What follows belongs to an exercise in optimizing a design on an open flow for small area and few clock cycles per item; a production flow would make more cautious choices. In this exercise RTL edits were held to simulation tests only and were not proved equivalent to the original. No activity file was given, so power comes from the tool's default toggle rates.

==> job 6189: inputs <==
==> flow/design.v (excerpt) <==
module rv_int_core #(
    parameter int XLEN = 32
) (
    input  logic                            clk,
    input  logic                            rst,
    input  logic                            in_valid,
    output logic                            in_ready,
    input  logic [rv_int_pkg::INSTR_W-1:0]  in_instr,
    output logic                            out_valid,
    input  logic                            out_ready,
    output rv_int_pkg::reg_addr_t           out_rd,
    output logic [XLEN-1:0]                 out_data,
    output logic                            out_illegal
);
    localparam int IMM_W = rv_int_pkg::IMM_I_MSB - rv_int_pkg::IMM_I_LSB + 1;
    logic                   advance;
    logic                   legal;
    logic                   use_imm;
    logic                   do_sub;
    logic [2:0]             funct3;
    rv_int_pkg::reg_addr_t  rs1;
    rv_int_pkg::reg_addr_t  rs2;
    rv_int_pkg::reg_addr_t  rd;
    logic [XLEN-1:0]        imm_ext;
    logic [XLEN-1:0]        op_a;
    logic [XLEN-1:0]        op_b;
    logic [XLEN-1:0]        slot_a;
    logic [XLEN-1:0]        slot_b;
    logic                   slot_sub;
    logic [2:0]             slot_funct3;
    logic                   slot_legal;
    logic [XLEN-1:0]        result;
    logic                   wr_pend;
    assign rs1 = in_instr[rv_int_pkg::RS1_MSB:rv_int_pkg::RS1_LSB];
    assign rs2 = in_instr[rv_int_pkg::RS2_MSB:rv_int_pkg::RS2_LSB];
    assign rd  = in_instr[rv_int_pkg::RD_MSB:rv_int_pkg::RD_LSB];
    assign imm_ext = {{(XLEN-IMM_W){in_instr[rv_int_pkg::IMM_I_MSB]}},
  ...
==> module execute_stage, before the edit <==
module execute_stage #(
    parameter int XLEN = 32
) (
    input  logic [XLEN-1:0]  op_a,
    input  logic [XLEN-1:0]  op_b,
    input  logic             do_sub,
    input  logic [2:0]       funct3,
    output logic [XLEN-1:0]  result
);
    localparam int LEVELS = 5;  
    logic [XLEN-1:0] b_x;
    logic [XLEN-1:0] gen;
    logic [XLEN-1:0] prop;
    logic [XLEN-1:0] grp_g;    
    logic [XLEN-1:0] grp_p;
    logic [XLEN-1:0] carry;    
    logic [XLEN-1:0] sum;
    logic            less;
    assign b_x  = op_b ^ {XLEN{do_sub}};
    assign gen  = op_a & b_x;
    assign prop = op_a ^ b_x;
    always_comb begin
        grp_g    = gen;
        grp_p    = prop;
        grp_g[0] = gen[0] | (prop[0] & do_sub);
        for (int l = 0; l < LEVELS; l++) begin
            for (int i = 0; i < XLEN; i++) begin
                if ((i + 1) % (2 << l) == 0) begin
                    grp_g[i] = grp_g[i] | (grp_p[i] & grp_g[i - (1 << l)]);
                    grp_p[i] = grp_p[i] & grp_p[i - (1 << l)];
                end
            end
        end
        for (int l = LEVELS - 2; l >= 0; l--) begin
            for (int i = 0; i < XLEN; i++) begin
                if ((i + 1) % (2 << l) == (1 << l) && i >= (2 << l)) begin
                    grp_g[i] = grp_g[i] | (grp_p[i] & grp_g[i - (1 << l)]);
                    grp_p[i] = grp_p[i] & grp_p[i - (1 << l)];
                end
            end
        end
    end
    assign carry = {grp_g[XLEN-2:0], do_sub};
    assign sum   = prop ^ carry;
    assign less  = prop[XLEN-1] ? sum[XLEN-1] : op_a[XLEN-1];
    always_comb begin
        if (funct3[2]) begin
            result = gen | (prop & {XLEN{!funct3[0]}});
        end else begin
            result = funct3[1] ? {{(XLEN-1){1'b0}}, less} : sum;
        end
    end
endmodule
==> module rv_int_core, before the edit <==
module rv_int_core #(
    parameter int XLEN = 32
) (
    input  logic                            clk,
    input  logic                            rst,
    input  logic                            in_valid,
    output logic                            in_ready,
    input  logic [rv_int_pkg::INSTR_W-1:0]  in_instr,
    output logic                            out_valid,
    input  logic                            out_ready,
    output rv_int_pkg::reg_addr_t           out_rd,
    output logic [XLEN-1:0]                 out_data,
    output logic                            out_illegal
);
    localparam int IMM_W = rv_int_pkg::IMM_I_MSB - rv_int_pkg::IMM_I_LSB + 1;
    logic                   advance;
    logic                   legal;
    logic                   use_imm;
    logic                   do_sub;
    logic [2:0]             funct3;
    rv_int_pkg::reg_addr_t  rs1;
    rv_int_pkg::reg_addr_t  rs2;
    rv_int_pkg::reg_addr_t  rd;
    logic [XLEN-1:0]        imm_ext;
    logic [XLEN-1:0]        op_a;
    logic [XLEN-1:0]        op_b;
    logic [XLEN-1:0]        slot_a;
    logic [XLEN-1:0]        slot_b;
    logic                   slot_sub;
    logic [2:0]             slot_funct3;
    logic                   slot_legal;
    logic [XLEN-1:0]        result;
    logic                   wr_pend;
    assign rs1 = in_instr[rv_int_pkg::RS1_MSB:rv_int_pkg::RS1_LSB];
    assign rs2 = in_instr[rv_int_pkg::RS2_MSB:rv_int_pkg::RS2_LSB];
    assign rd  = in_instr[rv_int_pkg::RD_MSB:rv_int_pkg::RD_LSB];
    assign imm_ext = {{(XLEN-IMM_W){in_instr[rv_int_pkg::IMM_I_MSB]}},
                      in_instr[rv_int_pkg::IMM_I_MSB:rv_int_pkg::IMM_I_LSB]};
    assign in_ready    = advance;
    assign out_data    = result;
    assign out_illegal = !slot_legal;
    assign wr_pend     = out_valid && slot_legal && (out_rd != '0);
    decode_stage u_decode (
        .in_instr (in_instr),
        .legal    (legal),
        .use_imm  (use_imm),
        .do_sub   (do_sub),
        .funct3   (funct3)
    );
    register_file #(
        .XLEN(XLEN)
    ) u_register_file (
        .clk      (clk),
        .rst      (rst),
        .rd_addr1 (rs1),
        .rd_addr2 (rs2),
        .use_imm  (use_imm),
        .imm      (imm_ext),
        .wr_pend  (wr_pend),
        .wr_go    (out_ready),
        .wr_addr  (out_rd),
        .wr_data  (result),
        .rd_data1 (op_a),
        .rd_data2 (op_b)
    );
    result_stage #(
        .XLEN(XLEN)
    ) u_result (
        .clk         (clk),
        .rst         (rst),
        .in_valid    (in_valid),
        .out_ready   (out_ready),
        .rd          (rd),
        .op_a        (op_a),
        .op_b        (op_b),
        .do_sub      (do_sub),
        .funct3      (funct3),
        .legal       (legal),
        .advance     (advance),
        .out_valid   (out_valid),
        .out_rd      (out_rd),
        .slot_a      (slot_a),
        .slot_b      (slot_b),
        .slot_sub    (slot_sub),
        .slot_funct3 (slot_funct3),
        .slot_legal  (slot_legal)
    );
    execute_stage #(
        .XLEN(XLEN)
    ) u_execute (
        .op_a   (slot_a),
        .op_b   (slot_b),
        .do_sub (slot_sub),
        .funct3 (slot_funct3),
        .result (result)
    );
endmodule
==> flow/config.mk <==
export PLATFORM = sky130hd
export DESIGN_NAME = rv_int_core
export DESIGN_NICKNAME = rv_int_core
export VERILOG_FILES = /design/flow/design.v
export SDC_FILE = /design/flow/constraint.sdc
export NUM_CORES = 4
export LEC_CHECK = 0
export CAP_MARGIN = 20
export CORE_MARGIN = 2
export CORE_UTILIZATION = 60
export CTS_BUF_LIST = sky130_fd_sc_hd__clkbuf_8
export SLEW_MARGIN = 20
export SYNTH_HIERARCHICAL = 1
export SYNTH_MINIMUM_KEEP_SIZE = 0
==> flow/constraint.sdc <==
create_clock -name core_clock -period 5.5 [get_ports {clk}]
set_input_delay 1.1000 -clock core_clock [delete_from_list [all_inputs] [get_ports {clk}]]
set_output_delay 1.1000 -clock core_clock [all_outputs]
set_load 0.01 [all_outputs]
run.sh (not shown) runs the stock make flow with config.mk's settings and CLKGATE_MAP_FILE= SYNTH_SCRIPT=/design/flow/synth_recipe.tcl, a recipe that flattens the netlist after the stock synthesis.
==> job 7108: changes against job 6189 <==
--- a/flow/design.v
+++ b/flow/design.v
@@ -153,28 +153,46 @@
 module execute_stage #(
     parameter int XLEN = 32
 ) (
-    input  logic [XLEN-1:0]  op_a,
-    input  logic [XLEN-1:0]  op_b,
+    input  logic [XLEN-1:0]  gen,
+    input  logic [XLEN-1:0]  prop,
     input  logic             do_sub,
     input  logic [2:0]       funct3,
     output logic [XLEN-1:0]  result
 );
+    logic [XLEN-1:0] carry;    
+    alu_carry #(
+        .XLEN(XLEN)
+    ) u_carry (
+        .gen    (gen),
+        .prop   (prop),
+        .cin    (do_sub),
+        .carry  (carry)
+    );
+    alu_result #(
+        .XLEN(XLEN)
+    ) u_res (
+        .gen    (gen),
+        .prop   (prop),
+        .carry  (carry),
+        .funct3 (funct3),
+        .result (result)
+    );
+endmodule
+module alu_carry #(
+    parameter int XLEN = 32
+) (
+    input  logic [XLEN-1:0]  gen,
+    input  logic [XLEN-1:0]  prop,
+    input  logic             cin,
+    output logic [XLEN-1:0]  carry
+);
     localparam int LEVELS = 5;  
-    logic [XLEN-1:0] b_x;
-    logic [XLEN-1:0] gen;
-    logic [XLEN-1:0] prop;
     logic [XLEN-1:0] grp_g;    
     logic [XLEN-1:0] grp_p;
-    logic [XLEN-1:0] carry;    
-    logic [XLEN-1:0] sum;
-    logic            less;
-    assign b_x  = op_b ^ {XLEN{do_sub}};
-    assign gen  = op_a & b_x;
-    assign prop = op_a ^ b_x;
     always_comb begin
         grp_g    = gen;
         grp_p    = prop;
-        grp_g[0] = gen[0] | (prop[0] & do_sub);
+        grp_g[0] = gen[0] | (prop[0] & cin);
         for (int l = 0; l < LEVELS; l++) begin
             for (int i = 0; i < XLEN; i++) begin
                 if ((i + 1) % (2 << l) == 0) begin
@@ -192,9 +210,21 @@
             end
         end
     end
-    assign carry = {grp_g[XLEN-2:0], do_sub};
-    assign sum   = prop ^ carry;
-    assign less  = prop[XLEN-1] ? sum[XLEN-1] : op_a[XLEN-1];
+    assign carry = {grp_g[XLEN-2:0], cin};
+endmodule
+module alu_result #(
+    parameter int XLEN = 32
+) (
+    input  logic [XLEN-1:0]  gen,
+    input  logic [XLEN-1:0]  prop,
+    input  logic [XLEN-1:0]  carry,
+    input  logic [2:0]       funct3,
+    output logic [XLEN-1:0]  result
+);
+    logic [XLEN-1:0] sum;
+    logic            less;
+    assign sum  = prop ^ carry;
+    assign less = prop[XLEN-1] ? sum[XLEN-1] : gen[XLEN-1];
     always_comb begin
         if (funct3[2]) begin
             result = gen | (prop & {XLEN{!funct3[0]}});
@@ -203,6 +233,20 @@
         end
     end
 endmodule
+module alu_front #(
+    parameter int XLEN = 32
+) (
+    input  logic [XLEN-1:0]  op_a,
+    input  logic [XLEN-1:0]  op_b,
+    input  logic             do_sub,
+    output logic [XLEN-1:0]  gen,
+    output logic [XLEN-1:0]  prop
+);
+    logic [XLEN-1:0] b_x;
+    assign b_x  = op_b ^ {XLEN{do_sub}};
+    assign gen  = op_a & b_x;
+    assign prop = op_a ^ b_x;
+endmodule
 module result_stage #(
     parameter int XLEN = 32
 ) (
@@ -270,8 +314,10 @@
     logic [XLEN-1:0]        imm_ext;
     logic [XLEN-1:0]        op_a;
     logic [XLEN-1:0]        op_b;
-    logic [XLEN-1:0]        slot_a;
-    logic [XLEN-1:0]        slot_b;
+    logic [XLEN-1:0]        gen;
+    logic [XLEN-1:0]        prop;
+    logic [XLEN-1:0]        slot_g;
+    logic [XLEN-1:0]        slot_p;
     logic                   slot_sub;
     logic [2:0]             slot_funct3;
     logic                   slot_legal;
@@ -309,6 +355,15 @@
         .rd_data1 (op_a),
         .rd_data2 (op_b)
     );
+    alu_front #(
+        .XLEN(XLEN)
+    ) u_alu_front (
+        .op_a   (op_a),
+        .op_b   (op_b),
+        .do_sub (do_sub),
+        .gen    (gen),
+        .prop   (prop)
+    );
     result_stage #(
         .XLEN(XLEN)
     ) u_result (
@@ -317,16 +372,16 @@
         .in_valid    (in_valid),
         .out_ready   (out_ready),
         .rd          (rd),
-        .op_a        (op_a),
-        .op_b        (op_b),
+        .op_a        (gen),
+        .op_b        (prop),
         .do_sub      (do_sub),
         .funct3      (funct3),
         .legal       (legal),
         .advance     (advance),
         .out_valid   (out_valid),
         .out_rd      (out_rd),
-        .slot_a      (slot_a),
-        .slot_b      (slot_b),
+        .slot_a      (slot_g),
+        .slot_b      (slot_p),
         .slot_sub    (slot_sub),
         .slot_funct3 (slot_funct3),
         .slot_legal  (slot_legal)
@@ -334,8 +389,8 @@
     execute_stage #(
         .XLEN(XLEN)
     ) u_execute (
-        .op_a   (slot_a),
-        .op_b   (slot_b),
+        .gen    (slot_g),
+        .prop   (slot_p),
         .do_sub (slot_sub),
         .funct3 (slot_funct3),
         .result (result)
==> flow/flow/run.sh (new file) <==
#!/bin/bash
set -e
export BUFFER_PORTS_ARGS="-buffer_cell sky130_fd_sc_hd__buf_1"
export CTS_ARGS="-sink_clustering_enable -repair_clock_nets -sink_clustering_size 30 -sink_clustering_max_diameter 80 -buf_list sky130_fd_sc_hd__clkbuf_16 -dont_use_dummy_load"
bash standard.sh > standard_sh.log 2>&1
==> flow/standard.sh (new file) <==
#!/bin/bash
# synth_recipe.tcl (not shown) runs the flow's synth.tcl, then flattens the netlist and writes it again
# the make line also repeats each setting of config.mk as NAME=value (left out here)
make -C /OpenROAD-flow-scripts/flow DESIGN_CONFIG=/design/flow/config.mk WORK_HOME=/design/flow/orfs CLKGATE_MAP_FILE= SYNTH_SCRIPT=/design/flow/synth_recipe.tcl "${@:-finish}"
- CAP_MARGIN: 20 -> 10
- CORE_UTILIZATION: 60 -> 50
- CTS_BUF_LIST: sky130_fd_sc_hd__clkbuf_8 -> sky130_fd_sc_hd__clkbuf_16
- CTS_CLUSTER_DIAMETER: default -> 80
- CTS_CLUSTER_SIZE: default -> 30
- SETUP_SLACK_MARGIN: default -> 0.05
- SLEW_MARGIN: 20 -> 10
removed: flow/run.sh
==> job 8072: changes against job 6189 <==
--- a/flow/design.v
+++ b/flow/design.v
@@ -153,28 +153,46 @@
 module execute_stage #(
     parameter int XLEN = 32
 ) (
-    input  logic [XLEN-1:0]  op_a,
-    input  logic [XLEN-1:0]  op_b,
+    input  logic [XLEN-1:0]  gen,
+    input  logic [XLEN-1:0]  prop,
     input  logic             do_sub,
     input  logic [2:0]       funct3,
     output logic [XLEN-1:0]  result
 );
+    logic [XLEN-1:0] carry;    
+    alu_carry #(
+        .XLEN(XLEN)
+    ) u_carry (
+        .gen    (gen),
+        .prop   (prop),
+        .cin    (do_sub),
+        .carry  (carry)
+    );
+    alu_result #(
+        .XLEN(XLEN)
+    ) u_res (
+        .gen    (gen),
+        .prop   (prop),
+        .carry  (carry),
+        .funct3 (funct3),
+        .result (result)
+    );
+endmodule
+module alu_carry #(
+    parameter int XLEN = 32
+) (
+    input  logic [XLEN-1:0]  gen,
+    input  logic [XLEN-1:0]  prop,
+    input  logic             cin,
+    output logic [XLEN-1:0]  carry
+);
     localparam int LEVELS = 5;  
-    logic [XLEN-1:0] b_x;
-    logic [XLEN-1:0] gen;
-    logic [XLEN-1:0] prop;
     logic [XLEN-1:0] grp_g;    
     logic [XLEN-1:0] grp_p;
-    logic [XLEN-1:0] carry;    
-    logic [XLEN-1:0] sum;
-    logic            less;
-    assign b_x  = op_b ^ {XLEN{do_sub}};
-    assign gen  = op_a & b_x;
-    assign prop = op_a ^ b_x;
     always_comb begin
         grp_g    = gen;
         grp_p    = prop;
-        grp_g[0] = gen[0] | (prop[0] & do_sub);
+        grp_g[0] = gen[0] | (prop[0] & cin);
         for (int l = 0; l < LEVELS; l++) begin
             for (int i = 0; i < XLEN; i++) begin
                 if ((i + 1) % (2 << l) == 0) begin
@@ -192,9 +210,21 @@
             end
         end
     end
-    assign carry = {grp_g[XLEN-2:0], do_sub};
-    assign sum   = prop ^ carry;
-    assign less  = prop[XLEN-1] ? sum[XLEN-1] : op_a[XLEN-1];
+    assign carry = {grp_g[XLEN-2:0], cin};
+endmodule
+module alu_result #(
+    parameter int XLEN = 32
+) (
+    input  logic [XLEN-1:0]  gen,
+    input  logic [XLEN-1:0]  prop,
+    input  logic [XLEN-1:0]  carry,
+    input  logic [2:0]       funct3,
+    output logic [XLEN-1:0]  result
+);
+    logic [XLEN-1:0] sum;
+    logic            less;
+    assign sum  = prop ^ carry;
+    assign less = prop[XLEN-1] ? sum[XLEN-1] : gen[XLEN-1];
     always_comb begin
         if (funct3[2]) begin
             result = gen | (prop & {XLEN{!funct3[0]}});
@@ -203,6 +233,20 @@
         end
     end
 endmodule
+module alu_front #(
+    parameter int XLEN = 32
+) (
+    input  logic [XLEN-1:0]  op_a,
+    input  logic [XLEN-1:0]  op_b,
+    input  logic             do_sub,
+    output logic [XLEN-1:0]  gen,
+    output logic [XLEN-1:0]  prop
+);
+    logic [XLEN-1:0] b_x;
+    assign b_x  = op_b ^ {XLEN{do_sub}};
+    assign gen  = op_a & b_x;
+    assign prop = op_a ^ b_x;
+endmodule
 module result_stage #(
     parameter int XLEN = 32
 ) (
@@ -270,8 +314,10 @@
     logic [XLEN-1:0]        imm_ext;
     logic [XLEN-1:0]        op_a;
     logic [XLEN-1:0]        op_b;
-    logic [XLEN-1:0]        slot_a;
-    logic [XLEN-1:0]        slot_b;
+    logic [XLEN-1:0]        gen;
+    logic [XLEN-1:0]        prop;
+    logic [XLEN-1:0]        slot_g;
+    logic [XLEN-1:0]        slot_p;
     logic                   slot_sub;
     logic [2:0]             slot_funct3;
     logic                   slot_legal;
@@ -309,6 +355,15 @@
         .rd_data1 (op_a),
         .rd_data2 (op_b)
     );
+    alu_front #(
+        .XLEN(XLEN)
+    ) u_alu_front (
+        .op_a   (op_a),
+        .op_b   (op_b),
+        .do_sub (do_sub),
+        .gen    (gen),
+        .prop   (prop)
+    );
     result_stage #(
         .XLEN(XLEN)
     ) u_result (
@@ -317,16 +372,16 @@
         .in_valid    (in_valid),
         .out_ready   (out_ready),
         .rd          (rd),
-        .op_a        (op_a),
-        .op_b        (op_b),
+        .op_a        (gen),
+        .op_b        (prop),
         .do_sub      (do_sub),
         .funct3      (funct3),
         .legal       (legal),
         .advance     (advance),
         .out_valid   (out_valid),
         .out_rd      (out_rd),
-        .slot_a      (slot_a),
-        .slot_b      (slot_b),
+        .slot_a      (slot_g),
+        .slot_b      (slot_p),
         .slot_sub    (slot_sub),
         .slot_funct3 (slot_funct3),
         .slot_legal  (slot_legal)
@@ -334,8 +389,8 @@
     execute_stage #(
         .XLEN(XLEN)
     ) u_execute (
-        .op_a   (slot_a),
-        .op_b   (slot_b),
+        .gen    (slot_g),
+        .prop   (slot_p),
         .do_sub (slot_sub),
         .funct3 (slot_funct3),
         .result (result)
==> flow/flow/run.sh (new file) <==
#!/bin/bash
set -e
export BUFFER_PORTS_ARGS="-buffer_cell sky130_fd_sc_hd__buf_1"
export CTS_ARGS="-sink_clustering_enable -repair_clock_nets -sink_clustering_size 24 -sink_clustering_max_diameter 70 -buf_list sky130_fd_sc_hd__clkbuf_16 -dont_use_dummy_load"
bash standard.sh > standard_sh.log 2>&1
==> flow/standard.sh (new file) <==
#!/bin/bash
# synth_recipe.tcl (not shown) runs the flow's synth.tcl, then flattens the netlist and writes it again
# the make line also repeats each setting of config.mk as NAME=value (left out here)
make -C /OpenROAD-flow-scripts/flow DESIGN_CONFIG=/design/flow/config.mk WORK_HOME=/design/flow/orfs CLKGATE_MAP_FILE= SYNTH_SCRIPT=/design/flow/synth_recipe.tcl "${@:-finish}"
- CAP_MARGIN: 20 -> 10
- CORE_UTILIZATION: 60 -> 50
- CTS_BUF_LIST: sky130_fd_sc_hd__clkbuf_8 -> sky130_fd_sc_hd__clkbuf_16
- CTS_CLUSTER_DIAMETER: default -> 70
- CTS_CLUSTER_SIZE: default -> 24
- SETUP_SLACK_MARGIN: default -> 0.05
- SLEW_MARGIN: 20 -> 10
removed: flow/run.sh
==> notes.md <==
Status: job 8072 timing/DRC/antenna clean; job 7108 timing/DRC/antenna clean; job 6189 finished with violations
Reasons for failing layout checks: job 8072 -; job 7108 -; job 6189 negative setup slack
Power consumed by the clock network: job 8072 0.00445 W; job 7108 0.00407 W; job 6189 0.00667 W
CLK BUF: job 8072 58; job 7108 48; job 6189 175
Wl on met1: job 8072 61.7 mm; job 7108 62.0 mm; job 6189 58.1 mm
Fraction of area in non-clock buffers: job 8072 3.84%; job 7108 3.86%; job 6189 5.12%
Gate count after technology mapping: job 8072 2,611; job 7108 2,611; job 6189 2,600
Highest fanout seen on the critical path: job 8072 17; job 7108 17; job 6189 11
Placed Cells incl. Taps: job 8072 4,020; job 7108 4,020; job 6189 3,814
Aggregate negative setup slack: job 8072 0 ps; job 7108 0 ps; job 6189 -422 ps
Transition time of the tightest slew-check pin: job 8072 1300 ps; job 7108 1330 ps; job 6189 1310 ps
Post-synthesis xor/xnor area fraction: job 8072 1.43%; job 7108 1.43%; job 6189 1.11%
Tot Pwr: job 8072 0.0154 W; job 7108 0.0150 W; job 6189 0.0182 W
Initial DRC count: job 8072 9,298; job 7108 9,077; job 6189 10,300
Internal power component: job 8072 0.0118 W; job 7108 0.0115 W; job 6189 0.0136 W
Root Buffer Master: job 8072 sky130_fd_sc_hd__clkbuf_16; job 7108 sky130_fd_sc_hd__clkbuf_16; job 6189 sky130_fd_sc_hd__clkbuf_8
Number of cell instances on the worst register-to-register path: job 8072 13; job 7108 13; job 6189 19
Testbench counts of job 6189, summed over its fixed seeds: cycles 12,008, items 12,000.
Testbench counts of job 7108, summed over its fixed seeds: cycles 12,008, items 12,000.
Testbench counts of job 8072, summed over its fixed seeds: cycles 12,008, items 12,000.

## what the ideal ports hide
In the flow no input, the clock included, has a driving cell. The finished layouts below were timed again as built, in two steps.
Step 1, drivers: a clkbuf_16 drives clk and a buf_2 each remaining input, both assumed.
Step 2 times the ports against the registers' clock, not the clock port: input delays grow and output delays shrink by t, the midpoint of the rising clock arrivals with the driver on.
Three values: ideal, step 1, step 2; two values: the first two.
| run | t, ns | setup WS [ns] | hold slack, ns |
|---|---|---|---|
| job 6189 | 0.900 | -0.167 / -0.234 / 0.309 | 0.407 / 0.371 / 0.486 |
| job 7108 | 0.699 | 0.267 / 0.191 / 0.175 | 0.229 / 0.176 / 0.491 |
| job 8072 | 0.763 | 0.118 / 0.048 / 0.107 | 0.176 / 0.130 / 0.493 |
The setup slack of job 7108, which loses most, moves by -0.076 ns with the drivers and by -0.092 ns with both steps.
